Background: an optimization exercise with open tools, aiming at small area, a short achievable clock period and few clock cycles per item. Do not read the settings as production practice.
Where RTL was checked, it was by simulation tests only, not by an equivalence proof against the original.
The RTL of runs 1 and 3 to 5 was laid out without a check of its function.

==> flow/flow/run.sh <==
#!/bin/bash
set -euo pipefail
bash standard.sh SETUP_SLACK_MARGIN=6.5 TNS_END_PERCENT=100 finish > standard.log 2>&1
==> flow/standard.sh <==
#!/bin/bash
# synth_recipe.tcl (not shown) runs the flow's synth.tcl, then flattens the netlist and writes it again
# the make line also repeats each setting of config.mk as NAME=value (left out here)
make -C /OpenROAD-flow-scripts/flow DESIGN_CONFIG=/design/flow/config.mk WORK_HOME=/design/flow/orfs CLKGATE_MAP_FILE= SYNTH_SCRIPT=/design/flow/synth_recipe.tcl "${@:-finish}"
==> flow/config.mk <==
export PLATFORM = sky130hd
export DESIGN_NAME = rgb_hue_shifter
export DESIGN_NICKNAME = rgb_hue_shifter
export VERILOG_FILES = /design/flow/design.v
export SDC_FILE = /design/flow/constraint.sdc
export NUM_CORES = 4
export LEC_CHECK = 0
export ABC_AREA = 1
export CAP_MARGIN = 20
export CORE_MARGIN = 2
export CORE_UTILIZATION = 40
export CTS_CLUSTER_DIAMETER = 100
export CTS_CLUSTER_SIZE = 30
export SLEW_MARGIN = 20
==> flow/constraint.sdc <==
create_clock -name core_clock -period 10.0 [get_ports {clk}]
set_input_delay 2.0000 -clock core_clock [delete_from_list [all_inputs] [get_ports {clk}]]
set_output_delay 2.0000 -clock core_clock [all_outputs]
set_load 0.01 [all_outputs]
==> flow/design.v <==
`timescale 1ns / 1ps
package hsh_pkg;
  localparam int CB = 8;
  localparam int HB = 16;
endpackage
`timescale 1ns / 1ps
module rgb_hue_shifter (
  input  logic        clk,
  input  logic        rst_n,
  input  logic        in_tvalid,
  output logic        in_tready,
  input  logic [23:0] in_tdata,    
  output logic        out_tvalid,
  input  logic        out_tready,
  output logic [55:0] out_tdata,   
  input  logic        cfg_psel,
  input  logic        cfg_penable,
  input  logic        cfg_pwrite,
  input  logic [2:0]  cfg_paddr,
  input  logic [31:0] cfg_pwdata,
  output logic [31:0] cfg_prdata,
  output logic        cfg_pready
);
  logic rst_q;
  logic irst;
  logic vrst;
  always_ff @(posedge clk) rst_q <= rst_n;
  assign irst = !rst_q;
  assign vrst = !rst_n || !rst_q;
  logic [15:0] off_r;
  logic [17:0] off3_r;
  logic [15:0] rd_r;
  always_ff @(posedge clk) begin
    if (!rst_n) begin
      off_r <= 16'h0000;
    end else if (cfg_psel && cfg_penable && cfg_pwrite && !cfg_paddr[2]) begin
      off_r <= cfg_pwdata[15:0];
    end
  end
  always_ff @(posedge clk) off3_r <= {2'b00, off_r} + {1'b0, off_r, 1'b0};
  always_ff @(posedge clk) rd_r <= cfg_paddr[2] ? 16'h0000 : off_r;
  assign cfg_prdata = {16'h0000, rd_r};
  assign cfg_pready = 1'b1;
  logic en;
  logic o_v;
  logic rdy_r;
  assign en        = !o_v || out_tready;
  assign in_tready = rdy_r;
  logic       s0_v;
  logic [7:0] s0_r, s0_g, s0_b;
  logic       s0_rg, s0_rb, s0_gb;
  logic       i_rg, i_rb, i_gb;
  logic       sk_v;
  logic [26:0] sk_d, in_x;
  logic       acc;
  assign i_rg = in_tdata[7:0] >= in_tdata[15:8];
  assign i_rb = in_tdata[7:0] >= in_tdata[23:16];
  assign i_gb = in_tdata[15:8] >= in_tdata[23:16];
  assign in_x = {i_gb, i_rb, i_rg, in_tdata};
  assign acc  = in_tvalid && rdy_r;
  always_ff @(posedge clk) begin
    if (vrst) begin
      sk_v  <= 1'b0;
      rdy_r <= 1'b0;
    end else begin
      sk_v  <= !en && (sk_v || acc);
      rdy_r <= en || !(sk_v || acc);
    end
  end
  always_ff @(posedge clk) begin
    if (irst)    s0_v <= 1'b0;
    else if (en) s0_v <= sk_v || acc;
  end
  always_ff @(posedge clk) begin
    if (!sk_v) sk_d <= in_x;
    if (en) {s0_gb, s0_rb, s0_rg, s0_b, s0_g, s0_r} <= sk_v ? sk_d : in_x;
  end
  logic       max_r, max_g;
  logic [7:0] v1n, mn1n, ea1n, eb1n;
  logic [7:0] d1n;
  logic [8:0] e1n;
  logic [1:0] j1n;
  assign max_r = s0_rg && s0_rb;
  assign max_g = !max_r && s0_gb;
  always_comb begin
    if (max_r) begin
      v1n  = s0_r;
      mn1n = s0_gb ? s0_b : s0_g;
      ea1n = s0_g;
      eb1n = s0_b;
      j1n  = s0_gb ? 2'd0 : 2'd3;
    end else if (max_g) begin
      v1n  = s0_g;
      mn1n = s0_rb ? s0_b : s0_r;
      ea1n = s0_b;
      eb1n = s0_r;
      j1n  = 2'd1;
    end else begin
      v1n  = s0_b;
      mn1n = s0_rg ? s0_g : s0_r;
      ea1n = s0_r;
      eb1n = s0_g;
      j1n  = 2'd2;
    end
  end
  assign d1n = v1n - mn1n;
  assign e1n = {1'b0, ea1n} - {1'b0, eb1n};
  logic       s1_v;
  logic [7:0] s1_vv, s1_d;
  logic [8:0] s1_e;
  logic [1:0] s1_j;
  logic       s1_t;
  always_ff @(posedge clk) begin
    if (irst)      s1_v <= 1'b0;
    else if (en) s1_v <= s0_v;
  end
  always_ff @(posedge clk) begin
    if (en) begin
      s1_vv <= v1n;
      s1_d  <= d1n;
      s1_e  <= e1n;
      s1_j  <= j1n;
      s1_t  <= s0_g == s0_b;
    end
  end
  logic [9:0]  d3_2n;
  logic [9:0]  r0s_2n, r0_2n;
  logic        q16_2n;
  logic [7:0]  negd, sr0;
  logic [9:0]  sx0;
  assign d3_2n = {2'b00, s1_d} + {1'b0, s1_d, 1'b0};
  assign r0s_2n = {s1_e[8], s1_e}
                + ((s1_j == 2'd2 || s1_j == 2'd3) ? {2'b00, s1_d} : 10'd0)
                + ((s1_j == 2'd1 || s1_j == 2'd3) ? {1'b0, s1_d, 1'b0} : 10'd0);
  assign r0_2n  = (s1_j == 2'd1 && s1_t) ? 10'd0 : r0s_2n;
  assign q16_2n = (s1_j == 2'd0) ? (s1_d == 8'd0)
                : (s1_j == 2'd1) ? s1_t : 1'b1;
  assign negd = 8'd0 - s1_d;
  assign sr0  = (s1_d == 8'd0) ? 8'd0 : ~negd;
  assign sx0  = {1'b0, sr0, negd[7]} - {2'b00, s1_vv};
  function automatic [8:0] sat_rs(input [7:0] r, input b, input [7:0] v);
    reg [9:0] t;
    begin
      t = {1'b0, r, b} - {2'b00, v};
      sat_rs = t[9] ? {1'b0, r[6:0], b} : {1'b1, t[7:0]};
    end
  endfunction
  function automatic [10:0] hue_rs(input [9:0] r, input [9:0] dv);
    reg [11:0] t;
    begin
      t = {1'b0, r, 1'b0} - {2'b00, dv};
      hue_rs = t[11] ? {1'b0, r[8:0], 1'b0} : {1'b1, t[9:0]};
    end
  endfunction
  localparam int NST = 8;    
  logic        dv_v  [NST+1];
  logic [7:0]  dv_vv [NST+1];
  logic [9:0]  dv_d3 [NST+1];
  logic [9:0]  dv_p  [NST+1];
  logic [16:0] dv_hq [NST+1];
  logic [7:0]  dv_sr [NST+1];
  logic [6:0]  dv_sl [NST+1];
  logic [8:0]  dv_sq [NST+1];
  logic [7:0]  dv_s  [NST+1];
  logic [11:0] dv_pa [NST+1];
  logic [11:0] dv_pb [NST+1];
  logic [15:0] dv_pp [NST+1];
  logic [7:0]  dv_mq [NST+1];
  always_ff @(posedge clk) begin
    if (irst)      dv_v[0] <= 1'b0;
    else if (en) dv_v[0] <= s1_v;
  end
  always_ff @(posedge clk) begin
    if (en) begin
      dv_vv[0] <= s1_vv;
      dv_d3[0] <= d3_2n;
      dv_p[0]  <= r0_2n;
      dv_hq[0] <= {16'd0, q16_2n};
      dv_sr[0] <= sx0[9] ? {sr0[6:0], negd[7]} : sx0[7:0];
      dv_sl[0] <= negd[6:0];
      dv_sq[0] <= {8'd0, !sx0[9]};
    end
  end
  for (genvar k = 1; k <= NST; k++) begin : g_div
    logic [10:0] pa, pb;
    assign pa = hue_rs(dv_p[k-1], dv_d3[k-1]);
    assign pb = hue_rs(pa[9:0], dv_d3[k-1]);
    always_ff @(posedge clk) begin
      if (irst)      dv_v[k] <= 1'b0;
      else if (en) dv_v[k] <= dv_v[k-1];
    end
    always_ff @(posedge clk) begin
      if (en) begin
        dv_vv[k] <= dv_vv[k-1];
        dv_d3[k] <= dv_d3[k-1];
        dv_p[k]  <= pb[9:0];
        dv_hq[k] <= {dv_hq[k-1][14:0], pa[10], pb[10]};
      end
    end
    if (k <= 4) begin : g_sat
      logic [8:0] sa, sb;
      assign sa = sat_rs(dv_sr[k-1], dv_sl[k-1][6], dv_vv[k-1]);
      assign sb = sat_rs(sa[7:0], dv_sl[k-1][5], dv_vv[k-1]);
      always_ff @(posedge clk) begin
        if (en) begin
          dv_sr[k] <= sb[7:0];
          dv_sl[k] <= {dv_sl[k-1][4:0], 2'b00};
          dv_sq[k] <= {dv_sq[k-1][6:0], sa[8], sb[8]};
        end
      end
    end else if (k == 5) begin : g_s
      always_ff @(posedge clk) begin
        if (en) dv_s[k] <= dv_sq[k-1][8:1] + {7'd0, dv_sq[k-1][0]};
      end
    end else if (k == 6) begin : g_pab
      always_ff @(posedge clk) begin
        if (en) begin
          dv_s[k]  <= dv_s[k-1];
          dv_pa[k] <= dv_vv[k-1] * dv_s[k-1][3:0];
          dv_pb[k] <= dv_vv[k-1] * dv_s[k-1][7:4];
        end
      end
    end else if (k == 7) begin : g_p
      always_ff @(posedge clk) begin
        if (en) begin
          dv_s[k]  <= dv_s[k-1];
          dv_pp[k] <= {4'd0, dv_pa[k-1]} + {dv_pb[k-1], 4'd0};
        end
      end
    end else begin : g_mq
      logic [16:0] t;
      logic [24:0] u;
      assign t = {1'b0, dv_pp[k-1]} + 17'd128;
      assign u = {t, 8'd0} + {8'd0, t};
      always_ff @(posedge clk) begin
        if (en) begin
          dv_s[k]  <= dv_s[k-1];
          dv_pp[k] <= dv_pp[k-1];
          dv_mq[k] <= u[23:16];
        end
      end
    end
  end
  logic [15:0] hq, h_b1n;
  logic        q0;
  logic [18:0] x_b1n;
  logic [3:0]  t4, t4m6;
  logic [2:0]  sec_b1n;
  logic [14:0] g_b1n;
  assign hq     = dv_hq[NST][16:1];
  assign q0     = dv_hq[NST][0];
  assign h_b1n  = hq + {15'd0, q0};
  assign x_b1n  = {2'b00, hq, 1'b0} + {3'b000, hq} + {1'b0, off3_r} + {17'd0, q0, q0};
  assign t4     = x_b1n[18:15];
  assign t4m6   = t4 - 4'd6;
  assign sec_b1n = (t4 >= 4'd6) ? t4m6[2:0] : t4[2:0];
  assign g_b1n  = sec_b1n[0] ? x_b1n[14:0] : ~x_b1n[14:0];
  logic [2:0]  dg0_b1n;
  assign dg0_b1n = {1'b0, g_b1n[1:0]} + {2'b00, !sec_b1n[0]};
  logic        b1_v;
  logic [15:0] b1_h, b1_p;
  logic [17:0] b1_p3;
  logic [14:0] b1_g;
  logic [2:0]  b1_dg0;
  logic [2:0]  b1_sec;
  logic [7:0]  b1_vv, b1_s, b1_mv;
  always_ff @(posedge clk) begin
    if (irst)      b1_v <= 1'b0;
    else if (en) b1_v <= dv_v[NST];
  end
  always_ff @(posedge clk) begin
    if (en) begin
      b1_h   <= h_b1n;
      b1_p   <= dv_pp[NST];
      b1_p3  <= {2'b00, dv_pp[NST]} + {1'b0, dv_pp[NST], 1'b0};
      b1_g   <= g_b1n;
      b1_dg0 <= dg0_b1n;
      b1_sec <= sec_b1n;
      b1_vv  <= dv_vv[NST];
      b1_s   <= dv_s[NST];
      b1_mv  <= dv_vv[NST] - dv_mq[NST];
    end
  end
  localparam logic [30:0] RC = 31'd16383 + 31'd4161536;
  function automatic [17:0] r4row(input [1:0] dg, input [15:0] p, input [17:0] p3);
    begin
      case (dg)
        2'd0:    r4row = 18'd0;
        2'd1:    r4row = {2'b00, p};
        2'd2:    r4row = {1'b0, p, 1'b0};
        default: r4row = p3;
      endcase
    end
  endfunction
  function automatic [61:0] csa(input [30:0] x, input [30:0] y, input [30:0] z);
    reg [30:0] sm, cy;
    begin
      sm  = x ^ y ^ z;
      cy  = (x & y) | (x & z) | (y & z);
      csa = {cy[29:0], 1'b0, sm};
    end
  endfunction
  logic [17:0] rw0;
  logic [30:0] pr [9];
  logic [61:0] c1a, c1b, c1c, c2a, c2b, c3a;
  assign rw0 = (b1_dg0 == 3'd4) ? {b1_p, 2'b00} : r4row(b1_dg0[1:0], b1_p, b1_p3);
  assign pr[0] = {13'd0, rw0};
  logic [15:0] g16;
  assign g16 = {1'b0, b1_g};
  for (genvar i = 1; i < 8; i++) begin : g_rows
    logic [17:0] rw;
    assign rw    = r4row(g16[2*i+1:2*i], b1_p, b1_p3);
    assign pr[i] = {13'd0, rw} << (2 * i);
  end
  assign pr[8] = RC;
  assign c1a = csa(pr[0], pr[1], pr[2]);
  assign c1b = csa(pr[3], pr[4], pr[5]);
  assign c1c = csa(pr[6], pr[7], pr[8]);
  assign c2a = csa(c1a[30:0], c1a[61:31], c1b[30:0]);
  assign c2b = csa(c1b[61:31], c1c[30:0], c1c[61:31]);
  assign c3a = csa(c2a[30:0], c2a[61:31], c2b[30:0]);
  logic        b2_v;
  logic [30:0] b2_ws, b2_wc, b2_wd;
  logic [15:0] b2_h;
  logic [2:0]  b2_sec;
  logic [7:0]  b2_vv, b2_s, b2_mv;
  always_ff @(posedge clk) begin
    if (irst)      b2_v <= 1'b0;
    else if (en) b2_v <= b1_v;
  end
  always_ff @(posedge clk) begin
    if (en) begin
      b2_ws  <= c3a[30:0];
      b2_wc  <= c3a[61:31];
      b2_wd  <= c2b[61:31];
      b2_h   <= b1_h;
      b2_sec <= b1_sec;
      b2_vv  <= b1_vv;
      b2_s   <= b1_s;
      b2_mv  <= b1_mv;
    end
  end
  logic [30:0] w_b3n;
  assign w_b3n = b2_ws + b2_wc + b2_wd;
  logic        b3_v;
  logic [15:0] b3_y;
  logic [15:0] b3_h;
  logic [2:0]  b3_sec;
  logic [7:0]  b3_vv, b3_s, b3_mv;
  always_ff @(posedge clk) begin
    if (irst)      b3_v <= 1'b0;
    else if (en) b3_v <= b2_v;
  end
  always_ff @(posedge clk) begin
    if (en) begin
      b3_y   <= w_b3n[30:15];
      b3_h   <= b2_h;
      b3_sec <= b2_sec;
      b3_vv  <= b2_vv;
      b3_s   <= b2_s;
      b3_mv  <= b2_mv;
    end
  end
  logic [24:0] xs;
  logic [7:0]  xv, cv, mv;
  logic [7:0]  ro, go, bo;
  logic [55:0] res;
  assign xs = {1'b0, b3_vv, 16'd65278} - {1'b0, b3_y, 8'd0} - {9'd0, b3_y};
  assign xv = xs[23:16];
  assign cv = b3_vv;
  assign mv = b3_mv;
  always_comb begin
    unique case (b3_sec)
      3'd0: begin ro = cv; go = xv; bo = mv; end
      3'd1: begin ro = xv; go = cv; bo = mv; end
      3'd2: begin ro = mv; go = cv; bo = xv; end
      3'd3: begin ro = mv; go = xv; bo = cv; end
      3'd4: begin ro = xv; go = mv; bo = cv; end
      default: begin ro = cv; go = mv; bo = xv; end
    endcase
  end
  assign res = {b3_vv, b3_s, b3_h, bo, go, ro};
  logic [55:0] o_d;
  always_ff @(posedge clk) begin
    if (vrst)    o_v <= 1'b0;
    else if (en) o_v <= b3_v;
  end
  always_ff @(posedge clk) begin
    if (en) o_d <= res;
  end
  assign out_tvalid = o_v;
  assign out_tdata  = o_d;
endmodule
==> impl_metrics.yaml, run 1 <==
timing:
  finalCritPeriodShare: 0.343
  rsz0062_at_grt: "yes"
  fmax_mhz: 291
  skew_ps: 59.9
  fin_crit_ps: 3430
  slew_viol_final: 0
  relSlewSlack: 0.396
  setup-violations-final: 0
  worst-slew-pin-transition_ps: 906
  hold_viol: 0
  fin_setup_tns_ps: 0
clock_tree:
  cts_tree: "built"
  cts.sinks: 954
  numCtsBuffers: 47
  cts.clk_slew.worst_paths_ps: 120
  cts-root-buf: "clkbuf_16"
  clkLatencyLatePin_ps: 700
  clock_path_buffers: 3
  ctsHtreeMaxLevel: 2
layout:
  final_common_cell: "nand2_1"
  final_cell_mix: "nand2_1, inv_1, edfxtp_1, ha_1, a21oi_1"
  fin_util: 0.450
  antennaDiodeCount: 0
  fill_cells: 14703
  final_net_count: 7608
  areaGrowthSynthToFinish_pct: 11.8
  drive_above_1_share: 0.0732
critical_path:
  setup.worst_path.start_class: "flip-flop"
  crit_chain: "inv_1, o21ai_0, o221ai_1, fa_1, fa_1, inv_1, fa_1"
  crit_type: "flip-flop to flip-flop"
  worstRegToRegCells: 7
  critPathMaxFanout: 11
  timing.reg2reg.setup_slack_ps: 6570
  slowest_stage: "edfxtp_1"
  cp.required_ps: 10420
  slowest_delay_ps: 780
  path_common_cell: "fa_1"
  timing.rr.start: "b1_p[8]$_DFFE_PP_"
  r2r_end: "b2_ws[14]$_DFFE_PP_"
  critPathTopFamily: "adder cells"
  path_buf_inv: 2
  cp.arrival_ps: 3850
  cp-end-kind: "flip-flop"
yosys:
  syn_inst: 6665
  synth_mux_area_frac: 0
  synth_top_family_by_area: "simple AND/OR/NAND/NOR gates"
  ys_seq_area_frac: 0.453
  synth_compound_area_frac: 0.0940
  yosys_most_used_dff: "edfxtp_1"
  ys_async_sr_fraction: 0
  yosysTopAreaCellShare: 0.422
  synth_edf_count: 859
  synth_fa_ha_area_frac: 0.158
  synthXorXnorAreaFrac: 0.0321
  synth_area_leaders: "edfxtp_1, ha_1, nand2_1"
  synth.distinct_cells: 59
  ys_warn_count: 15
  syn_area_sq_um: 61100
  synth_top_area_cell: "edfxtp_1"
  synth.avg_cell_area_sq_um: 9.16
  ys_seq_elements: 954
  yosys.area_share.simple: 0.184
global_routing:
  grt_usage: 0.186
  grt_antenna_before_repair: 4
  grt_max_degree: 188
  grt_pass1_vias: 43952
  grt_pass1_wl_microns: 236000
  gr-total-overflow: 0
route:
  ant_nets: 0
  vias_per_cell: 5.14
  route.detailed.drc: 0
  drt_pass1_iterations: 7
  dr.first_iter.drc_count: 3388
  wl_microns: 151000
  wl_per_cell_microns: 16.9
  vias: 45866
floorplanning:
  rows: 143
  dieArea_sq_um: 156000
  coreArea_sq_um: 152000
  top_level_ports: 157
  dieWidth_microns: 395
  die_h_microns: 395
  start_util: 0.403
min_path:
  hold_start: "dv_sq[2][1]$_DFFE_PP_"
  hp-class: "flip-flop to flip-flop"
  hold_end: "dv_sq[3][3]$_DFFE_PP_"
  hold_depth: 0
place:
  hpwl_microns: 112000
  io_buffers: 121
  place.gp.congestion: 0.970
flow_run:
  cap_violations: 0
outcome:
  status: "finished clean"
synth_stat cells, types with 32 or more instances:
| library cell | n |
|---|---|
| a21oi_1 | 434 |
| a221oi_1 | 38 |
| clkbuf_1 | 106 |
| dfxtp_1 | 95 |
| edfxtp_1 | 859 |
| fa_1 | 162 |
| ha_1 | 511 |
| inv_1 | 1071 |
| nand2_1 | 1542 |
| nand3_1 | 314 |
| nand4_1 | 201 |
| nor2_1 | 358 |
| nor3_1 | 32 |
| o21ai_0 | 289 |
| o21bai_1 | 38 |
| o221ai_1 | 38 |
| o22ai_1 | 64 |
| xnor2_1 | 85 |
| xor2_1 | 139 |
cells by family (layout without fill, tap and decap cells):
kind of cell / after synthesis / after routing
AND/OR/NAND/NOR: 2573 / 2591
buffers and inverters: 1239 / 1441
AO/OA/AOI/OAI: 1000 / 1000
flip-flops: 954 / 954
adder cells (fa/ha/maj): 673 / 673
XOR/XNOR: 224 / 224
other: 2 / 17
flip-flops by register name, indices dropped and copies added (netlist names), 25 cells and up:
register	flops
dv_hq	81
dv_d3	80
dv_p	80
dv_vv	72
o_d	56
dv_pp	32
dv_s	32
dv_sr	32
b2_ws	30
b2_wc	28
sk_d	27
dv_sq	25
timing repair:
item | 4_1_cts | 5_1_grt
gates cloned | 4 | 21
endpoints found under the setup margin | 950 | 498
buffers inserted | 47 | 88
resized for setup | 143 | 200
endpoints found under the hold margin | 0 | 0
hold buffers | 0 | 0
pin swaps | 10 | 34
per-layer routing:
layer | share of wire | wire [microns] | track usage
met5 | 0 | 0 | 0
met4 | 0.030 | 4470 | 0.0553
met3 | 0.046 | 6930 | 0.0214
met2 | 0.48 | 72500 | 0.321
met1 | 0.44 | 66700 | 0.245
final cells by class:
class,instances,area [sq um],share of cell area
multi-input cells,4505,29900,0.438
repair inverters,4,36.3,0.000532
clock inverters,25,373,0.00546
clock buffers,55,1210,0.0177
inverters,1090,4150,0.0608
flip-flops and latches,954,27700,0.406
repair buffers,267,2380,0.0349
well taps,2030,2540,0.0372
per-stage QoR:
| stage | area, sq um | setup WS, ps | hold slack (ps) | instances |
|---|---|---|---|---|
| 3_5_place_dp | 64300 | 4930 | 405 | 8690 |
| 3_3_place_gp | 64300 | 4960 | 401 | 8690 |
| 5_1_grt | 68300 | 6440 | 409 | 8930 |
| 6_report | 68300 | 6570 | 389 | 8930 |
| 4_1_cts | 66500 | 6500 | 394 | 8821 |
| 2_1_floorplan | 61200 | 5330 | 355 | 6680 |
how the worst max path moves through the flow:
stage / from / to / slack, ps / cells past startpoint
5_1_grt: dv_d3[5][8]$_DFFE_PP_ / dv_p[6][3]$_DFFE_PP_ / 6440 / 18
3_3_place_gp: out_tready / o_d[53]$_DFFE_PP_ / 4960 / 5
2_1_floorplan: out_tready / b1_dg0[0]$_DFFE_PP_ / 5330 / 3
6_report: b1_p[8]$_DFFE_PP_ / b2_ws[14]$_DFFE_PP_ / 6570 / 7
3_5_place_dp: out_tready / o_d[54]$_DFFE_PP_ / 4930 / 5
4_1_cts: dv_d3[0][5]$_DFFE_PP_ / dv_p[1][5]$_DFFE_PP_ / 6500 / 19
==> run 2: changes to the inputs <==
--- a/flow/design.v
+++ b/flow/design.v
@@ -109,7 +109,6 @@
   logic [7:0] s1_vv, s1_d;
   logic [8:0] s1_e;
   logic [1:0] s1_j;
-  logic       s1_t;
   always_ff @(posedge clk) begin
     if (irst)      s1_v <= 1'b0;
     else if (en) s1_v <= s0_v;
@@ -120,21 +119,27 @@
       s1_d  <= d1n;
       s1_e  <= e1n;
       s1_j  <= j1n;
-      s1_t  <= s0_g == s0_b;
     end
   end
-  logic [9:0]  d3_2n;
-  logic [9:0]  r0s_2n, r0_2n;
-  logic        q16_2n;
+  logic        eneg, etie, dz;
+  logic [8:0]  de_2n;
+  logic [7:0]  hr0_2n, hd_2n;
+  logic [2:0]  nb_2n, n_2n, n3_2n;
+  logic [1:0]  m0_2n;
+  logic        qt_2n;
   logic [7:0]  negd, sr0;
   logic [9:0]  sx0;
-  assign d3_2n = {2'b00, s1_d} + {1'b0, s1_d, 1'b0};
-  assign r0s_2n = {s1_e[8], s1_e}
-                + ((s1_j == 2'd2 || s1_j == 2'd3) ? {2'b00, s1_d} : 10'd0)
-                + ((s1_j == 2'd1 || s1_j == 2'd3) ? {1'b0, s1_d, 1'b0} : 10'd0);
-  assign r0_2n  = (s1_j == 2'd1 && s1_t) ? 10'd0 : r0s_2n;
-  assign q16_2n = (s1_j == 2'd0) ? (s1_d == 8'd0)
-                : (s1_j == 2'd1) ? s1_t : 1'b1;
+  assign dz     = s1_d == 8'd0;
+  assign eneg   = s1_e[8];
+  assign etie   = !eneg && !dz && (s1_e[7:0] == s1_d);
+  assign de_2n  = {1'b0, s1_d} + s1_e;
+  assign hr0_2n = eneg ? de_2n[7:0] : (etie ? 8'd0 : s1_e[7:0]);
+  assign hd_2n  = dz ? 8'd1 : s1_d;
+  assign nb_2n  = {s1_j, 1'b0};
+  assign n_2n   = eneg ? nb_2n - 3'd1 : nb_2n + {2'b00, etie};
+  assign qt_2n  = n_2n >= 3'd3;
+  assign n3_2n  = n_2n - 3'd3;
+  assign m0_2n  = qt_2n ? n3_2n[1:0] : n_2n[1:0];
   assign negd = 8'd0 - s1_d;
   assign sr0  = (s1_d == 8'd0) ? 8'd0 : ~negd;
   assign sx0  = {1'b0, sr0, negd[7]} - {2'b00, s1_vv};
@@ -145,18 +150,27 @@
       sat_rs = t[9] ? {1'b0, r[6:0], b} : {1'b1, t[7:0]};
     end
   endfunction
-  function automatic [10:0] hue_rs(input [9:0] r, input [9:0] dv);
-    reg [11:0] t;
+  function automatic [8:0] hue_rs(input [7:0] r, input [7:0] dv);
+    reg [9:0] t;
     begin
       t = {1'b0, r, 1'b0} - {2'b00, dv};
-      hue_rs = t[11] ? {1'b0, r[8:0], 1'b0} : {1'b1, t[9:0]};
+      hue_rs = t[9] ? {1'b0, r[6:0], 1'b0} : {1'b1, t[7:0]};
+    end
+  endfunction
+  function automatic [2:0] div3(input [1:0] m, input b);
+    reg [2:0] y, z;
+    begin
+      y = {m, b};
+      z = y - 3'd3;
+      div3 = (y >= 3'd3) ? {1'b1, z[1:0]} : {1'b0, y[1:0]};
     end
   endfunction
   localparam int NST = 8;    
   logic        dv_v  [NST+1];
   logic [7:0]  dv_vv [NST+1];
-  logic [9:0]  dv_d3 [NST+1];
-  logic [9:0]  dv_p  [NST+1];
+  logic [7:0]  dv_hd [NST+1];
+  logic [7:0]  dv_p  [NST+1];
+  logic [1:0]  dv_m  [NST+1];
   logic [16:0] dv_hq [NST+1];
   logic [7:0]  dv_sr [NST+1];
   logic [6:0]  dv_sl [NST+1];
@@ -173,18 +187,22 @@
   always_ff @(posedge clk) begin
     if (en) begin
       dv_vv[0] <= s1_vv;
-      dv_d3[0] <= d3_2n;
-      dv_p[0]  <= r0_2n;
-      dv_hq[0] <= {16'd0, q16_2n};
+      dv_hd[0] <= hd_2n;
+      dv_p[0]  <= hr0_2n;
+      dv_m[0]  <= m0_2n;
+      dv_hq[0] <= {16'd0, qt_2n};
       dv_sr[0] <= sx0[9] ? {sr0[6:0], negd[7]} : sx0[7:0];
       dv_sl[0] <= negd[6:0];
       dv_sq[0] <= {8'd0, !sx0[9]};
     end
   end
   for (genvar k = 1; k <= NST; k++) begin : g_div
-    logic [10:0] pa, pb;
-    assign pa = hue_rs(dv_p[k-1], dv_d3[k-1]);
-    assign pb = hue_rs(pa[9:0], dv_d3[k-1]);
+    logic [8:0] pa, pb;
+    logic [2:0] ma, mb;
+    assign pa = hue_rs(dv_p[k-1], dv_hd[k-1]);
+    assign pb = hue_rs(pa[7:0], dv_hd[k-1]);
+    assign ma = div3(dv_m[k-1], pa[8]);
+    assign mb = div3(ma[1:0], pb[8]);
     always_ff @(posedge clk) begin
       if (irst)      dv_v[k] <= 1'b0;
       else if (en) dv_v[k] <= dv_v[k-1];
@@ -192,9 +210,10 @@
     always_ff @(posedge clk) begin
       if (en) begin
         dv_vv[k] <= dv_vv[k-1];
-        dv_d3[k] <= dv_d3[k-1];
-        dv_p[k]  <= pb[9:0];
-        dv_hq[k] <= {dv_hq[k-1][14:0], pa[10], pb[10]};
+        dv_hd[k] <= dv_hd[k-1];
+        dv_p[k]  <= pb[7:0];
+        dv_m[k]  <= mb[1:0];
+        dv_hq[k] <= {dv_hq[k-1][14:0], ma[2], mb[2]};
       end
     end
     if (k <= 4) begin : g_sat
==> impl_metrics.yaml, run 2 <==
route:
  wl_met2_microns: 65700
  dr_wl_met3_microns: 4290
  route.detailed.drc: 0
  drt_pass1_iterations: 5
  wl_microns: 131000
  ant_nets: 0
  top_layer: "met5"
  vias_per_cell: 5.03
  wl_per_cell_microns: 16.2
  dr.first_iter.drc_count: 2746
  vias: 40456
  met1_length_microns: 56600
floorplanning:
  dieWidth_microns: 382
  dieArea_sq_um: 146000
  die_h_microns: 382
  start_util: 0.403
  rows: 138
  coreArea_sq_um: 142000
  top_level_ports: 157
clock_tree:
  cts.clk_slew.worst_paths_ps: 110
  numCtsBuffers: 46
  ctsHtreeMaxLevel: 2
  clkLatencyLatePin_ps: 670
  cts-root-buf: "clkbuf_16"
  cts_tree: "built"
  clock_path_buffers: 3
  cts.sinks: 944
timing:
  rsz0062_at_grt: "yes"
  relSlewSlack: 0.453
  fmax_mhz: 292
  fin_crit_ps: 3430
  setup-violations-final: 0
  hold_viol: 0
  setup_ws_ps: 6570
  slew_viol_final: 0
  skew_ps: 38.8
  fin_setup_tns_ps: 0
  hold_slack_ps: 412
  finalCritPeriodShare: 0.343
  worst-slew-pin-transition_ps: 817
yosys:
  ys_seq_area_frac: 0.480
  syn_inst: 5866
  syn_area_sq_um: 57100
  synth.distinct_cells: 58
  synth.avg_cell_area_sq_um: 9.74
  ys_warn_count: 16
  synth_area_leaders: "edfxtp_1, ha_1, nand2_1"
  yosysTopAreaCellShare: 0.446
  synth_top_area_cell: "edfxtp_1"
  ys_seq_elements: 944
  yosys_most_used_dff: "edfxtp_1"
  synth_most_common_cell: "nand2_1"
  synth_edf_count: 849
  yosys-top-cells-count: "nand2_1, inv_1, edfxtp_1, ha_1, a21oi_1"
  ys_async_sr_fraction: 0
global_routing:
  grt_pass1_wl_microns: 206000
  grt_pass1_vias: 39447
  grt_antenna_before_repair: 2
  grt_max_degree: 91
  grt_usage: 0.173
  gr-total-overflow: 0
layout:
  largest_register_ffs: 81
  final_net_count: 6819
  final_common_cell: "nand2_1"
  top_regs: "dv_hq x81, dv_vv x72"
  final_cell_mix: "nand2_1, edfxtp_1, inv_1, ha_1, a21oi_1"
  drive_above_1_share: 0.108
  antennaDiodeCount: 0
  regMostFlops: "dv_hq"
  areaGrowthSynthToFinish_pct: 13.4
outcome:
  status: "finished clean"
critical_path:
  crit_type: "flip-flop to flip-flop"
  cp.required_ps: 10420
  timing.rr.start: "dv_p[1][2]$_DFFE_PP_"
  crit_start: "dv_p[1][2]$_DFFE_PP_"
  worstRegToRegCells: 22
  cp.arrival_ps: 3850
  cp-end-kind: "flip-flop"
  critPathMaxFanout: 6
  timing.reg2reg.setup_slack_ps: 6570
  r2r_end: "dv_m[2][1]$_DFFE_PP_"
  setup.worst_path.start_class: "flip-flop"
place:
  pre_cts_slack_ps: 4880
  place.gp.congestion: 0.922
  hpwl_microns: 95500
  io_buffers: 121
min_path:
  hold_end: "dv_s[8][0]$_DFFE_PP_"
  hold_start: "dv_s[7][0]$_DFFE_PP_"
  hp-class: "flip-flop to flip-flop"
  hold_depth: 0
flow_run:
  cap_violations: 0
[run 2: cell count changes after synthesis, moves of 15 or more]
cell      previous run  this run
ha_1               511       477
inv_1             1071       897
nand2_1           1542      1124
nand2_2              9        24
nand3_1            314       244
nand4_1            201        64
nor2_1             358       342
o21ai_1              1        39
o21ai_2              1        20
o21bai_1            38        20
[run 2: repair_timing]
action,4_1_cts,5_1_grt
pin swaps,21,83
setup buffers,64,121
gates cloned,6,8
hold buffers,0,0
resized for setup,176,216
setup endpoints to repair,848,554
[run 2: through the flow]
stage,utilization,std cells,area (sq um)
CTS,0.444,7915,62800
finish,0.457,8044,64800
floorplan,-,5881,57200
global placement,0.425,7765,60200
detailed placement,0.425,7765,60200
global route,0.457,8044,64800
[run 2: worst max path at each step]
stage                                      end  slack [ps]
after global routing      dv_m[2][1]$_DFFE_PP_        6380
after CTS                    o_d[22]$_DFFE_PP_        6500
after global placement       o_d[15]$_DFFE_PP_        4950
final                     dv_m[2][1]$_DFFE_PP_        6570
after floorplan            b1_dg0[0]$_DFFE_PP_        5360
after detailed placement     o_d[15]$_DFFE_PP_        4880
[run 2: final cells by class]
| cell class | instances | area, sq um |
|---|---|---|
| Fill cell | 13300 | 76800 |
| Sequential cell | 944 | 27400 |
| Multi-Input combinational cell | 3872 | 26900 |
| Inverter | 930 | 3590 |
| Timing Repair Buffer | 323 | 2830 |
| Tap cell | 1890 | 2360 |
| Clock buffer | 52 | 1190 |
| Clock inverter | 28 | 420 |
| Timing Repair inverter | 5 | 41.3 |
[run 2: routing by layer]
metal / vias up / global-route usage
li1: 20325 / -
met1: 19171 / 0.218
met2: 732 / 0.311
met3: 226 / 0.0163
met4: 2 / 0.0532
met5: - / 0
[run 2: worst max-delay path: stages (launching register included)]
cell	delay (ps)
edfxtp_1	470
ha_4	320
nand2_2	80
inv_1	60
nand2_1	70
nand2_2	80
nand2_2	90
nand3_4	110
clkinvlp_4	230
nand2_2	140
nand2_2	80
ha_4	240
a21oi_2	150
nand2_2	90
nand4_1	70
nand2_1	80
nand2_2	100
nand3_4	100
ha_2	210
a21oi_4	150
nand2_2	70
nand2_1	60
nand2_1	90
[run 2: cell families (layout without fill, tap and decap cells)]
kind of cell               after synthesis  in the layout  synth area share
and+or+nand+nor                       1918           1923             0.144
buffers and inverters                 1070           1338            0.0735
AOI/OAI and AO/OA                     1056           1056             0.106
DFF                                    944            944             0.480
adders and majority gates              631            631             0.158
xor gates and xnor gates               244            244            0.0375
other                                    2             17          0.000131
muxes                                    1              1          0.000197
Testbench counts of run 2, summed over its fixed seeds: cycles 32,888, items 32,768.
==> run 3: changes to the inputs <==
--- a/flow/design.v
+++ b/flow/design.v
@@ -179,7 +179,6 @@
   logic [11:0] dv_pa [NST+1];
   logic [11:0] dv_pb [NST+1];
   logic [15:0] dv_pp [NST+1];
-  logic [7:0]  dv_mq [NST+1];
   always_ff @(posedge clk) begin
     if (irst)      dv_v[0] <= 1'b0;
     else if (en) dv_v[0] <= s1_v;
@@ -231,7 +230,11 @@
       always_ff @(posedge clk) begin
         if (en) dv_s[k] <= dv_sq[k-1][8:1] + {7'd0, dv_sq[k-1][0]};
       end
-    end else if (k == 6) begin : g_pab
+    end else if (k == 6) begin : g_s2
+      always_ff @(posedge clk) begin
+        if (en) dv_s[k] <= dv_s[k-1];
+      end
+    end else if (k == 7) begin : g_pab
       always_ff @(posedge clk) begin
         if (en) begin
           dv_s[k]  <= dv_s[k-1];
@@ -239,25 +242,13 @@
           dv_pb[k] <= dv_vv[k-1] * dv_s[k-1][7:4];
         end
       end
-    end else if (k == 7) begin : g_p
+    end else begin : g_p
       always_ff @(posedge clk) begin
         if (en) begin
           dv_s[k]  <= dv_s[k-1];
           dv_pp[k] <= {4'd0, dv_pa[k-1]} + {dv_pb[k-1], 4'd0};
         end
       end
-    end else begin : g_mq
-      logic [16:0] t;
-      logic [24:0] u;
-      assign t = {1'b0, dv_pp[k-1]} + 17'd128;
-      assign u = {t, 8'd0} + {8'd0, t};
-      always_ff @(posedge clk) begin
-        if (en) begin
-          dv_s[k]  <= dv_s[k-1];
-          dv_pp[k] <= dv_pp[k-1];
-          dv_mq[k] <= u[23:16];
-        end
-      end
     end
   end
   logic [15:0] hq, h_b1n;
@@ -282,7 +273,11 @@
   logic [14:0] b1_g;
   logic [2:0]  b1_dg0;
   logic [2:0]  b1_sec;
-  logic [7:0]  b1_vv, b1_s, b1_mv;
+  logic [7:0]  b1_vv, b1_s, b1_mq;
+  logic [16:0] pt_b1n;
+  logic [24:0] pu_b1n;
+  assign pt_b1n = {1'b0, dv_pp[NST]} + 17'd128;
+  assign pu_b1n = {pt_b1n, 8'd0} + {8'd0, pt_b1n};
   always_ff @(posedge clk) begin
     if (irst)      b1_v <= 1'b0;
     else if (en) b1_v <= dv_v[NST];
@@ -297,7 +292,7 @@
       b1_sec <= sec_b1n;
       b1_vv  <= dv_vv[NST];
       b1_s   <= dv_s[NST];
-      b1_mv  <= dv_vv[NST] - dv_mq[NST];
+      b1_mq  <= pu_b1n[23:16];
     end
   end
   localparam logic [30:0] RC = 31'd16383 + 31'd4161536;
@@ -356,7 +351,7 @@
       b2_sec <= b1_sec;
       b2_vv  <= b1_vv;
       b2_s   <= b1_s;
-      b2_mv  <= b1_mv;
+      b2_mv  <= b1_vv - b1_mq;
     end
   end
   logic [30:0] w_b3n;
==> impl_metrics.yaml, run 3 <==
timing:
  fin_setup_tns_ps: 0
  skew_ps: 40.4
  fin_crit_ps: 3470
  rsz0062_at_grt: "yes"
  fmax_mhz: 288
  hold_viol: 0
  finalCritPeriodShare: 0.347
  setup-violations-final: 0
  slew_viol_final: 0
  worst-slew-pin-transition_ps: 875
  relSlewSlack: 0.417
yosys:
  syn_area_sq_um: 56200
  ys_warn_count: 15
  yosys-top-cells-count: "nand2_1, inv_1, edfxtp_1, ha_1, a21oi_1"
  yosys_most_used_dff: "edfxtp_1"
  synth_most_common_cell: "nand2_1"
  yosysTopAreaCellShare: 0.441
  synth_area_leaders: "edfxtp_1, ha_1, nand2_1"
  syn_inst: 5791
  synth_top_area_cell: "edfxtp_1"
  ys_seq_area_frac: 0.475
  synth.distinct_cells: 61
  synth.avg_cell_area_sq_um: 9.70
  ys_async_sr_fraction: 0
  ys_seq_elements: 920
  synth_edf_count: 825
floorplanning:
  dieArea_sq_um: 143000
  rows: 137
  dieWidth_microns: 379
  top_level_ports: 157
  die_h_microns: 379
  coreArea_sq_um: 140000
  start_util: 0.403
critical_path:
  cp.required_ps: 10420
  cp-end-kind: "flip-flop"
  crit_type: "flip-flop to flip-flop"
  cp.arrival_ps: 3890
  critPathMaxFanout: 9
  setup.worst_path.start_class: "flip-flop"
layout:
  regMostFlops: "dv_hq"
  areaGrowthSynthToFinish_pct: 13.1
  final_cell_mix: "nand2_1, edfxtp_1, inv_1, a21oi_1, ha_1"
  largest_register_ffs: 81
  multi_input_area_sq_um: 26700
  drive_above_1_share: 0.101
  final_net_count: 6729
  regArea_sq_um: 26700
  final_common_cell: "nand2_1"
  fill_cells: 13187
  top_regs: "dv_hq x81, dv_vv x72"
outcome:
  status: "finished clean"
clock_tree:
  clock_path_buffers: 3
  cts.sinks: 920
  clkLatencyLatePin_ps: 670
  cts.clk_slew.worst_paths_ps: 110
  ctsHtreeMaxLevel: 2
  cts-root-buf: "clkbuf_16"
  numCtsBuffers: 44
  ctsHoldBuffers: 0
  cts_tree: "built"
flow_run:
  cap_violations: 0
global_routing:
  grt_pass1_vias: 38878
  gr-total-overflow: 0
  grt_usage: 0.174
  grt_pass1_wl_microns: 201000
  grt_antenna_before_repair: 0
  grt_max_degree: 137
place:
  hpwl_microns: 94300
  io_buffers: 121
  place.gp.congestion: 0.941
route:
  dr.first_iter.drc_count: 2652
  wl_per_cell_microns: 16.1
  route.detailed.drc: 0
  drt_pass1_iterations: 7
  vias: 40094
  vias_per_cell: 5.05
  wl_microns: 128000
  ant_nets: 0
min_path:
  hp-class: "flip-flop to flip-flop"
[run 3: changes by cell type in the layout (fill, tap and decap cells not counted), sizes merged, moves of 5 or more]
cell,change
a21o,-8
a21oi,+13
a32oi,+8
buf,-10
edfxtp,-24
inv,-40
o21ai,-9
o22ai,-10
o31ai,+5
or2,-6
[run 3: repair_timing]
| item | in CTS | in global routing |
|---|---|---|
| gates resized for setup | 170 | 213 |
| pin swaps | 17 | 88 |
| buffers inserted | 47 | 128 |
| gates cloned | 4 | 7 |
| endpoints found under the hold margin | 0 | 0 |
| setup endpoints to repair | 728 | 289 |
[run 3: path summary, 6_finish.rpt]
path / start / end / slack [ps] / cells after the start
worst max-delay path: b1_p[4]$_DFFE_PP_ / b2_ws[9]$_DFFE_PP_ / 6530 / 9
worst max register to register: b1_p[4]$_DFFE_PP_ / b2_ws[9]$_DFFE_PP_ / 6530 / 9
worst min-delay path: b1_s[3]$_DFFE_PP_ / b2_s[3]$_DFFE_PP_ / 410 / 0
worst min register to register: b1_s[3]$_DFFE_PP_ / b2_s[3]$_DFFE_PP_ / 410 / 0
[run 3: cells by family (layout without fill, tap and decap cells)]
logic type / Yosys count / count (layout) / share of synthesized area
other cells: 2 / 18 / 0.000134
mux: 2 / 2 / 0.000401
buf+inv: 1029 / 1283 / 0.0720
xor+xnor: 247 / 247 / 0.0385
flops: 920 / 920 / 0.475
simple gates: 1909 / 1911 / 0.145
fa+ha+maj: 631 / 631 / 0.161
compound gates: 1051 / 1051 / 0.108
[run 3: cell type report]
| type | count | area share |
|---|---|---|
| tap | 1876 | 0.0370 |
| clock inverter | 22 | 0.00489 |
| sequential | 920 | 0.420 |
| antenna | 1 | 0.0000394 |
| inverter | 888 | 0.0538 |
| clock buffer | 54 | 0.0189 |
| multi-input combinational | 3859 | 0.421 |
| timing repair inverter | 6 | 0.000768 |
| timing repair buffer | 313 | 0.0437 |
[run 3: worst max-delay path, stage by stage (launching register included)]
cell	delay [ps]
edfxtp_1	750
inv_1	320
o21ai_0	240
o221ai_1	160
fa_1	540
inv_1	100
fa_1	550
inv_1	50
fa_1	490
inv_1	30
[run 3: metrics by stage]
stage                     area (sq um)   util  setup WS (ps)  hold slack, ps  std cells
after floorplan                  56300      -           5410             355       5806
after global placement           59200  0.425           4320             401       7676
after detailed placement         59200  0.425           4280             405       7676
after CTS                        61500  0.441           6500             410       7803
after global routing             63500  0.455           6410             417       7938
final                            63500  0.455           6530             409       7939
[run 3: per-layer routing]
layer	vias up	GRT usage	wire length (microns)	part of all wire
li1	20110	-	-	-
met2	812	0.306	63000	0.49
met3	249	0.0199	4500	0.035
met4	0	0.0639	4740	0.037
met1	18923	0.219	55800	0.44
met5	-	0	0	0
==> run 4: changes to the inputs <==
--- a/flow/config.mk
+++ b/flow/config.mk
@@ -11,4 +11,5 @@
 export CORE_UTILIZATION = 40
 export CTS_CLUSTER_DIAMETER = 100
 export CTS_CLUSTER_SIZE = 30
+export PLACE_DENSITY = 0.75
 export SLEW_MARGIN = 20
==> impl_metrics.yaml, run 4 <==
global_routing:
  grt_usage: 0.170
  grt_antenna_before_repair: 0
  gr-total-overflow: 0
  grt_max_degree: 153
  grt_pass1_vias: 39310
  grt_pass1_wl_microns: 199000
layout:
  final_common_cell: "nand2_1"
  drive_above_1_share: 0.0953
  top_regs: "dv_hq x81, dv_vv x72"
  fin_util: 0.453
  final_cells: 7926
  final_net_count: 6715
  regMostFlops: "dv_hq"
  fill_cells: 12761
  largest_register_ffs: 81
  final_cell_mix: "nand2_1, edfxtp_1, inv_1, ha_1, a21oi_1"
  areaGrowthSynthToFinish_pct: 12.4
critical_path:
  r2r_end: "b2_ws[12]$_DFFE_PP_"
  crit_chain: "clkdlybuf4s50_1, nor2_4, buf_12, clkinv_16, buf_16, bufbuf_16"
  cp.required_ps: 10420
  crit_type: "input port to flip-flop"
  crit_start: "out_tready"
  setup.worst_path.start_class: "input port"
  cp-end-kind: "flip-flop"
  slowest_delay_ps: 440
  critPathMaxFanout: 135
  timing.reg2reg.setup_slack_ps: 6560
  worstRegToRegCells: 7
  cp.arrival_ps: 3960
  timing.rr.start: "b1_p[3]$_DFFE_PP_"
  slowest_stage: "clkdlybuf4s50_1"
yosys:
  synth.distinct_cells: 61
  syn_area_sq_um: 56200
  yosys-top-cells-count: "nand2_1, inv_1, edfxtp_1, ha_1, a21oi_1"
  ys_seq_elements: 920
  synth.avg_cell_area_sq_um: 9.70
  ys_warn_count: 15
  ys_seq_area_frac: 0.475
  synth_area_leaders: "edfxtp_1, ha_1, nand2_1"
  syn_inst: 5791
  synth_top_area_cell: "edfxtp_1"
  ys_async_sr_fraction: 0
  synth_most_common_cell: "nand2_1"
  yosysTopAreaCellShare: 0.441
  synth_edf_count: 825
  yosys_most_used_dff: "edfxtp_1"
clock_tree:
  clock_path_buffers: 3
  ctsHtreeMaxLevel: 2
  ctsHoldBuffers: 0
  cts_tree: "built"
  cts.sinks: 920
  clkLatencyLatePin_ps: 680
  cts.clk_slew.worst_paths_ps: 100
  cts-root-buf: "clkbuf_16"
  numCtsBuffers: 41
route:
  top_layer: "met4"
  dr_wl_met3_microns: 6310
  wl_microns: 129000
  route.detailed.drc: 0
  wl_per_cell_microns: 16.2
  vias: 40786
  vias_per_cell: 5.15
  wl_met2_microns: 64400
  ant_nets: 1
  met1_length_microns: 53000
  drt_pass1_iterations: 8
  dr.first_iter.drc_count: 3070
timing:
  fmax_mhz: 283
  slew_viol_final: 0
  fin_setup_tns_ps: 0
  fin_crit_ps: 3540
  hold_slack_ps: 387
  finalCritPeriodShare: 0.354
  relSlewSlack: 0.445
  rsz0062_at_grt: "yes"
  worst-slew-pin-transition_ps: 833
  hold_viol: 0
  setup-violations-final: 0
  skew_ps: 42.5
place:
  place.gp.congestion: 0.938
  io_buffers: 121
  placed_cells: 7672
  hpwl_microns: 92700
floorplanning:
  rows: 137
  coreArea_sq_um: 140000
  die_h_microns: 379
  top_level_ports: 157
  start_util: 0.403
  dieArea_sq_um: 143000
  dieWidth_microns: 379
outcome:
  status: "complete, but fails checks"
  violations: "antenna violations"
min_path:
  hold_end: "off3_r[0]$_DFF_P_"
  hold_start: "off_r[0]$_SDFFE_PN0P_"
  hp-class: "flip-flop to flip-flop"
  hold_depth: 0
flow_run:
  cap_violations: 0
-- run 4: cell types whose count changed in the layout (fill, tap and decap cells not counted), sizes merged, moves of 3 or more --
cell and change:
diode +4, clkdlybuf4s15 +6, dlygate4sd2 -6, buf -14, clkinv -3, clkbuf -3
-- run 4: how the worst max path moves through the flow --
stage                            endpoint  slack [ps]  cells past startpoint
finish                  b1_s[6]$_DFFE_PP_        6460                      6
global route        dv_hq[2][0]$_DFFE_PP_        6380                     23
CTS                 dv_sr[3][3]$_DFFE_PP_        6500                     21
detailed placement      o_d[45]$_DFFE_PP_        4680                      5
global placement        o_d[44]$_DFFE_PP_        4760                      5
floorplan             b1_dg0[0]$_DFFE_PP_        5410                      3
-- run 4: logic make-up (layout without fill, tap and decap cells) --
kind of cell | after synthesis | count (layout) | synth area share
AND/OR/NAND/NOR | 1909 | 1912 | 0.145
AO/OA/AOI/OAI | 1051 | 1051 | 0.108
buffers and inverters | 1029 | 1265 | 0.0720
flip-flops | 920 | 920 | 0.475
adder cells (fa/ha/maj) | 631 | 631 | 0.161
XOR/XNOR | 247 | 247 | 0.0385
other | 2 | 22 | 0.000134
multiplexers | 2 | 2 | 0.000401
-- run 4: repair_timing --
| item | in CTS | in global routing |
|---|---|---|
| pin swaps | 14 | 75 |
| setup buffers | 40 | 124 |
| gates resized for setup | 163 | 194 |
| cloned | 3 | 12 |
| setup endpoints to repair | 739 | 376 |
-- run 4: worst max-delay path: cells and delay by family --
kind	cells	cell delay, ps
buffers and inverters	5	1520
AND/OR/NAND/NOR	1	140
-- run 4: area by class of cell --
cell class / count / area, sq um / share of cell area
diodes: 5 / 12.5 / 0.000198
flip-flops and latches: 920 / 26700 / 0.422
clock buffers: 50 / 1080 / 0.0171
clock inverters: 20 / 249 / 0.00394
well taps: 1876 / 2350 / 0.0372
repair inverters: 7 / 53.8 / 0.000852
repair buffers: 300 / 2700 / 0.0428
inverters: 888 / 3420 / 0.0541
multi-input cells: 3860 / 26600 / 0.422
-- run 4: layer usage --
layer | GRT usage | vias up
li1 | - | 20090
met1 | 0.207 | 19218
met2 | 0.308 | 1156
met3 | 0.0233 | 322
met4 | 0.0595 | 0
met5 | 0 | -
-- run 4: through the flow --
step / area (sq um) / setup WS, ps
after floorplan: 56300 / 5410
after global placement: 59200 / 4760
after detailed placement: 59200 / 4680
after CTS: 61200 / 6500
after global routing: 63100 / 6380
final: 63200 / 6460
==> run 5: changes to the inputs <==
--- a/flow/config.mk
+++ b/flow/config.mk
@@ -8,7 +8,7 @@
 export ABC_AREA = 1
 export CAP_MARGIN = 20
 export CORE_MARGIN = 2
-export CORE_UTILIZATION = 40
+export CORE_UTILIZATION = 60
 export CTS_CLUSTER_DIAMETER = 100
 export CTS_CLUSTER_SIZE = 30
 export PLACE_DENSITY = 0.75
==> impl_metrics.yaml, run 5 <==
place:
  hpwl_microns: 89700
  pre_cts_slack_ps: 4870
  place.gp.congestion: 0.976
  placed_cells: 7048
  io_buffers: 121
route:
  ant_nets: 0
  dr.first_iter.drc_count: 2922
  vias: 40690
  wl_microns: 125000
  vias_per_cell: 5.60
  route.detailed.drc: 0
  drt_pass1_iterations: 5
  wl_per_cell_microns: 17.1
critical_path:
  cp.required_ps: 10280
  cp.arrival_ps: 3800
  critPathMaxFanout: 102
  cp-end-kind: "flip-flop"
  crit_type: "input port to flip-flop"
  setup.worst_path.start_class: "input port"
flow_run:
  cap_violations: 0
min_path:
  hp-class: "flip-flop to flip-flop"
layout:
  regMostFlops: "dv_hq"
  top_regs: "dv_hq x81, dv_vv x72"
  regArea_sq_um: 26700
  antennaDiodeCount: 0
  final_cells: 7271
  fill_cells: 7314
  largest_register_ffs: 81
  final_common_cell: "nand2_1"
  fin_util: 0.667
  final_cell_mix: "nand2_1, inv_1, edfxtp_1, a21oi_1, ha_1"
  drive_above_1_share: 0.0869
  areaGrowthSynthToFinish_pct: 10.4
  multi_input_area_sq_um: 26500
  final_net_count: 6693
yosys:
  syn_inst: 5791
  ys_seq_elements: 920
  ys_async_sr_fraction: 0
  syn_area_sq_um: 56200
  synth_edf_count: 825
  synth_most_common_cell: "nand2_1"
  ys_seq_area_frac: 0.475
  ys_warn_count: 15
  synth_area_leaders: "edfxtp_1, ha_1, nand2_1"
  synth.avg_cell_area_sq_um: 9.70
  synth.distinct_cells: 61
  yosys-top-cells-count: "nand2_1, inv_1, edfxtp_1, ha_1, a21oi_1"
  yosys_most_used_dff: "edfxtp_1"
  synth_top_area_cell: "edfxtp_1"
  yosysTopAreaCellShare: 0.441
timing:
  setup-violations-final: 0
  setup_ws_ps: 6470
  fin_crit_ps: 3530
  fin_setup_tns_ps: 0
  relSlewSlack: 0.420
  finalCritPeriodShare: 0.353
  hold_viol: 0
  fmax_mhz: 284
  slew_viol_final: 0
  rsz0062_at_grt: "yes"
  skew_ps: 25.7
  worst-slew-pin-transition_ps: 870
floorplanning:
  die_h_microns: 310
  coreArea_sq_um: 93000
  rows: 112
  dieWidth_microns: 310
  start_util: 0.604
  top_level_ports: 157
  dieArea_sq_um: 96100
global_routing:
  grt_usage: 0.253
  grt_antenna_before_repair: 1
  grt_max_degree: 103
  grt_pass1_vias: 39407
  grt_pass1_wl_microns: 197000
  gr-total-overflow: 0
clock_tree:
  ctsHoldBuffers: 0
  cts.clk_slew.worst_paths_ps: 120
  clock_path_buffers: 3
  cts-root-buf: "clkbuf_16"
  cts.sinks: 920
  cts_tree: "built"
  numCtsBuffers: 40
  clkLatencyLatePin_ps: 620
  ctsHtreeMaxLevel: 2
outcome:
  status: "finished clean"
run 5: cell counts after synthesis:
No cell type changed its count.
run 5: repair_timing:
action,4_1_cts,5_1_grt
pin swaps,13,65
cloned,7,9
buffers inserted,34,110
setup endpoints to repair,806,326
gates resized for setup,137,178
run 5: cells by family (layout without fill, tap and decap cells):
logic type / count (synthesis) / in the layout / synth area share
buf+inv: 1029 / 1239 / 0.0720
fa+ha+maj: 631 / 631 / 0.161
mux: 2 / 2 / 0.000401
simple gates: 1909 / 1910 / 0.145
other cells: 2 / 17 / 0.000134
xor+xnor: 247 / 247 / 0.0385
flops: 920 / 920 / 0.475
compound gates: 1051 / 1051 / 0.108
run 5: path summary, 6_finish.rpt:
check	slack (ps)	cells past startpoint	end	startpoint
setup / recovery	6470	6	b2_s[2]$_DFFE_PP_	out_tready
hold / removal	410	0	off3_r[0]$_DFF_P_	off_r[0]$_SDFFE_PN0P_
setup reg to reg	6570	21	dv_hq[4][0]$_DFFE_PP_	dv_p[3][1]$_DFFE_PP_
hold reg to reg	410	0	off3_r[0]$_DFF_P_	off_r[0]$_SDFFE_PN0P_
run 5: area by class of cell:
cell class / count / area share
repair inverters: 8 / 0.000928
clock inverters: 13 / 0.00242
inverters: 888 / 0.0550
multi-input cells: 3858 / 0.427
clock buffers: 50 / 0.0171
well taps: 1254 / 0.0253
repair buffers: 280 / 0.0419
flip-flops and latches: 920 / 0.430
run 5: metrics by stage:
| stage | area [sq um] | hold WS [ps] |
|---|---|---|
| after floorplan | 56300 | 355 |
| after global placement | 58400 | 400 |
| after detailed placement | 58400 | 405 |
| after CTS | 60400 | 417 |
| after global routing | 62000 | 427 |
| final | 62000 | 409 |
run 5: critical path, cell delays in order:
cell and delay (ps):
clkdlybuf4s50_1 500, nor2_4 60, buf_12 130, clkinv_16 230, buf_16 300, clkbuf_8 430
run 5: layer usage:
| metal | global-route usage | share of wire | vias up |
|---|---|---|---|
| met2 | 0.456 | 0.51 | 1139 |
| li1 | - | - | 20012 |
| met5 | 0 | 0 | - |
| met4 | 0.0808 | 0.033 | 0 |
| met3 | 0.0288 | 0.049 | 254 |
| met1 | 0.319 | 0.41 | 19285 |
==> run 6: changes to the inputs <==
--- a/flow/design.v
+++ b/flow/design.v
@@ -268,7 +268,7 @@
   logic [2:0]  dg0_b1n;
   assign dg0_b1n = {1'b0, g_b1n[1:0]} + {2'b00, !sec_b1n[0]};
   logic        b1_v;
-  logic [15:0] b1_h, b1_p;
+  logic [15:0] b1_h, b1_p, b1_pn;
   logic [17:0] b1_p3;
   logic [14:0] b1_g;
   logic [2:0]  b1_dg0;
@@ -286,6 +286,7 @@
     if (en) begin
       b1_h   <= h_b1n;
       b1_p   <= dv_pp[NST];
+      b1_pn  <= ~dv_pp[NST];
       b1_p3  <= {2'b00, dv_pp[NST]} + {1'b0, dv_pp[NST], 1'b0};
       b1_g   <= g_b1n;
       b1_dg0 <= dg0_b1n;
@@ -323,7 +324,7 @@
   assign g16 = {1'b0, b1_g};
   for (genvar i = 1; i < 8; i++) begin : g_rows
     logic [17:0] rw;
-    assign rw    = r4row(g16[2*i+1:2*i], b1_p, b1_p3);
+    assign rw    = r4row(g16[2*i+1:2*i], (i < 4) ? b1_p : ~b1_pn, b1_p3);
     assign pr[i] = {13'd0, rw} << (2 * i);
   end
   assign pr[8] = RC;
--- a/flow/config.mk
+++ b/flow/config.mk
@@ -8,8 +8,7 @@
 export ABC_AREA = 1
 export CAP_MARGIN = 20
 export CORE_MARGIN = 2
-export CORE_UTILIZATION = 60
+export CORE_UTILIZATION = 40
 export CTS_CLUSTER_DIAMETER = 100
 export CTS_CLUSTER_SIZE = 30
-export PLACE_DENSITY = 0.75
 export SLEW_MARGIN = 20
==> impl_metrics.yaml, run 6 <==
global_routing:
  grt_pass1_wl_microns: 204000
  grt_usage: 0.172
  grt_max_degree: 170
  grt_pass1_vias: 38878
  grt_antenna_before_repair: 0
  gr-total-overflow: 0
yosys:
  ys_async_sr_fraction: 0
  synth.distinct_cells: 67
  ys_seq_elements: 936
  synth_top_area_cell: "edfxtp_1"
  syn_area_sq_um: 56900
  ys_warn_count: 15
  synth_edf_count: 841
  synth_most_common_cell: "nand2_1"
  yosys_most_used_dff: "edfxtp_1"
  synth_top_family_by_area: "adder cells"
  synth_compound_area_frac: 0.106
  synth_mux_area_frac: 0.000396
  yosys.area_share.simple: 0.146
  synth_area_leaders: "edfxtp_1, ha_1, nand2_1"
  synth_fa_ha_area_frac: 0.159
  synthXorXnorAreaFrac: 0.0383
  yosys-top-cells-count: "nand2_1, inv_1, edfxtp_1, ha_1, a21oi_1"
  synth.avg_cell_area_sq_um: 9.79
  syn_inst: 5812
  yosysTopAreaCellShare: 0.444
  ys_seq_area_frac: 0.477
floorplanning:
  die_h_microns: 381
  start_util: 0.402
  rows: 138
  dieWidth_microns: 381
  dieArea_sq_um: 145000
  top_level_ports: 157
  coreArea_sq_um: 141000
route:
  vias_per_cell: 5.02
  dr.first_iter.drc_count: 2527
  drt_pass1_iterations: 6
  vias: 40093
  wl_per_cell_microns: 16.2
  route.detailed.drc: 0
  ant_nets: 0
  wl_microns: 129000
layout:
  antennaDiodeCount: 0
  final_common_cell: "nand2_1"
  fill_cells: 13260
  final_net_count: 6762
  largest_register_ffs: 81
  drive_above_1_share: 0.104
  regArea_sq_um: 27200
  areaGrowthSynthToFinish_pct: 12.7
  regMostFlops: "dv_hq"
  multi_input_area_sq_um: 26800
  final_cell_mix: "nand2_1, edfxtp_1, inv_1, a21oi_1, ha_1"
  top_regs: "dv_hq x81, dv_vv x72"
  design_area_sq_um: 64100
timing:
  slew_viol_final: 0
  skew_ps: 50.7
  fin_setup_tns_ps: 0
  worst-slew-pin-transition_ps: 1070
  setup-violations-final: 0
  relSlewSlack: 0.289
  rsz0062_at_grt: "yes"
  hold_viol: 0
  fmax_mhz: 290
  finalCritPeriodShare: 0.345
  fin_crit_ps: 3450
critical_path:
  slowest_delay_ps: 500
  crit_chain: "clkdlybuf4s50_1, nor2_4, buf_12, clkinv_16, buf_12"
  r2r_end: "b2_ws[15]$_DFFE_PP_"
  slowest_stage: "clkdlybuf4s50_1"
  path_buf_inv: 4
  critPathMaxFanout: 169
  cp-end-kind: "flip-flop"
  path_common_cell: "buf_12"
  setup.worst_path.start_class: "input port"
  cp.arrival_ps: 3740
  cp.required_ps: 10290
  critPathTopFamily: "buffers and inverters"
  crit_type: "input port to flip-flop"
  timing.reg2reg.setup_slack_ps: 6580
  worstRegToRegCells: 8
  timing.rr.start: "b1_g[7]$_DFFE_PP_"
clock_tree:
  cts-root-buf: "clkbuf_16"
  clock_path_buffers: 3
  ctsHtreeMaxLevel: 2
  ctsHoldBuffers: 0
  cts_tree: "built"
  numCtsBuffers: 45
  cts.sinks: 936
  cts.clk_slew.worst_paths_ps: 100
  clkLatencyLatePin_ps: 690
min_path:
  hold_depth: 0
  hp-class: "flip-flop to flip-flop"
  hold_start: "dv_s[7][0]$_DFFE_PP_"
  hold_end: "dv_s[8][0]$_DFFE_PP_"
place:
  place.gp.congestion: 0.961
  hpwl_microns: 97600
  placedInstanceArea_sq_um: 60000
  io_buffers: 121
flow_run:
  cap_violations: 0
outcome:
  status: "finished clean"
run 6: cell types whose count changed after synthesis, moves of 11 or more:
cell      before   now
inv_1        861   884
o21ai_2       18    31
nand2_1     1126  1091
o21ai_0      289   278
a31oi_1       21     9
clkbuf_1      96    83
edfxtp_1     825   841
nand2_2       23    34
run 6: metrics by stage:
step,std cells,hold slack (ps),util,setup WS [ps]
floorplan,5827,355,-,5380
global placement,7721,401,0.424,5020
detailed placement,7721,405,0.424,5000
CTS,7854,411,0.441,6500
global route,7983,412,0.454,6400
finish,7983,407,0.454,6550
run 6: metal layers:
layer	vias up	global-route usage	share of wire
met3	216	0.0165	0.032
li1	20189	-	-
met4	0	0.0558	0.032
met1	18986	0.216	0.43
met5	-	0	0
met2	702	0.311	0.50
run 6: kinds of logic (layout without fill, tap and decap cells):
| logic type | Yosys count | in the layout |
|---|---|---|
| muxes | 2 | 2 |
| adders and majority gates | 631 | 631 |
| and+or+nand+nor | 1910 | 1910 |
| DFF | 936 | 936 |
| AOI/OAI and AO/OA | 1041 | 1042 |
| xor gates and xnor gates | 249 | 249 |
| buffers and inverters | 1041 | 1306 |
| other | 2 | 17 |
run 6: what timing repair did:
item / 4_1_cts / 5_1_grt
setup endpoints to repair: 706 / 298
gates resized for setup: 167 / 185
pin swaps: 13 / 70
cloned: 2 / 7
buffers inserted: 56 / 122
run 6: worst max-delay path by stage:
stage	cells after the start	endpoint	slack, ps	startpoint
6_report	5	b2_ws[16]$_DFFE_PP_	6550	out_tready
5_1_grt	22	dv_hq[2][0]$_DFFE_PP_	6400	dv_hd[1][2]$_DFFE_PP_
4_1_cts	6	o_d[14]$_DFFE_PP_	6500	out_tready
3_5_place_dp	5	b2_mv[4]$_DFFE_PP_	5000	out_tready
3_3_place_gp	5	o_d[18]$_DFFE_PP_	5020	out_tready
2_1_floorplan	3	b1_dg0[0]$_DFFE_PP_	5380	out_tready
run 6: area by class of cell:
type,count,share of cell area
Sequential cell,936,0.423
Multi-Input combinational cell,3851,0.417
Inverter,912,0.0550
Timing Repair Buffer,311,0.0418
Tap cell,1890,0.0369
Clock buffer,54,0.0189
Clock inverter,21,0.00560
Timing Repair inverter,8,0.000936
Testbench counts of run 6, summed over its fixed seeds: cycles 32,888, items 32,768.

==> port drivers added, routing unchanged <==
In the flow no input, the clock included, has a driving cell. The finished layouts below were timed again as built, in two steps.
Step 1 (the two cells are an assumption about what drives the block):
set clk [get_ports {clk}]
set_driving_cell -lib_cell sky130_fd_sc_hd__clkbuf_16 $clk
set_driving_cell -lib_cell sky130_fd_sc_hd__buf_2 [delete_from_list [all_inputs] $clk]
Step 2 times the ports against the registers' clock, not the clock port: input delays grow and output delays shrink by t, the midpoint of the rising clock arrivals with the driver on.
Three values: ideal, step 1, step 2; two values: the first two.
run | shift t [ns] | slack for setup (ns) | cell pins on the clock port's net
run 1 | 0.746 | 6.565 / 6.551 / 5.893 | 1
run 2 | 0.730 | 6.570 / 6.560 / 5.936 | 1
run 3 | 0.728 | 6.526 / 6.507 / 5.926 | 1
run 4 | 0.732 | 6.463 / 6.501 / 5.784 | 1
run 5 | 0.670 | 6.475 / 6.480 / 5.848 | 1
run 6 | 0.740 | 6.551 / 6.490 / 5.860 | 1
For run 6, which loses most, drivers alone change the setup slack by -0.061 ns; drivers and shift together by -0.691 ns.
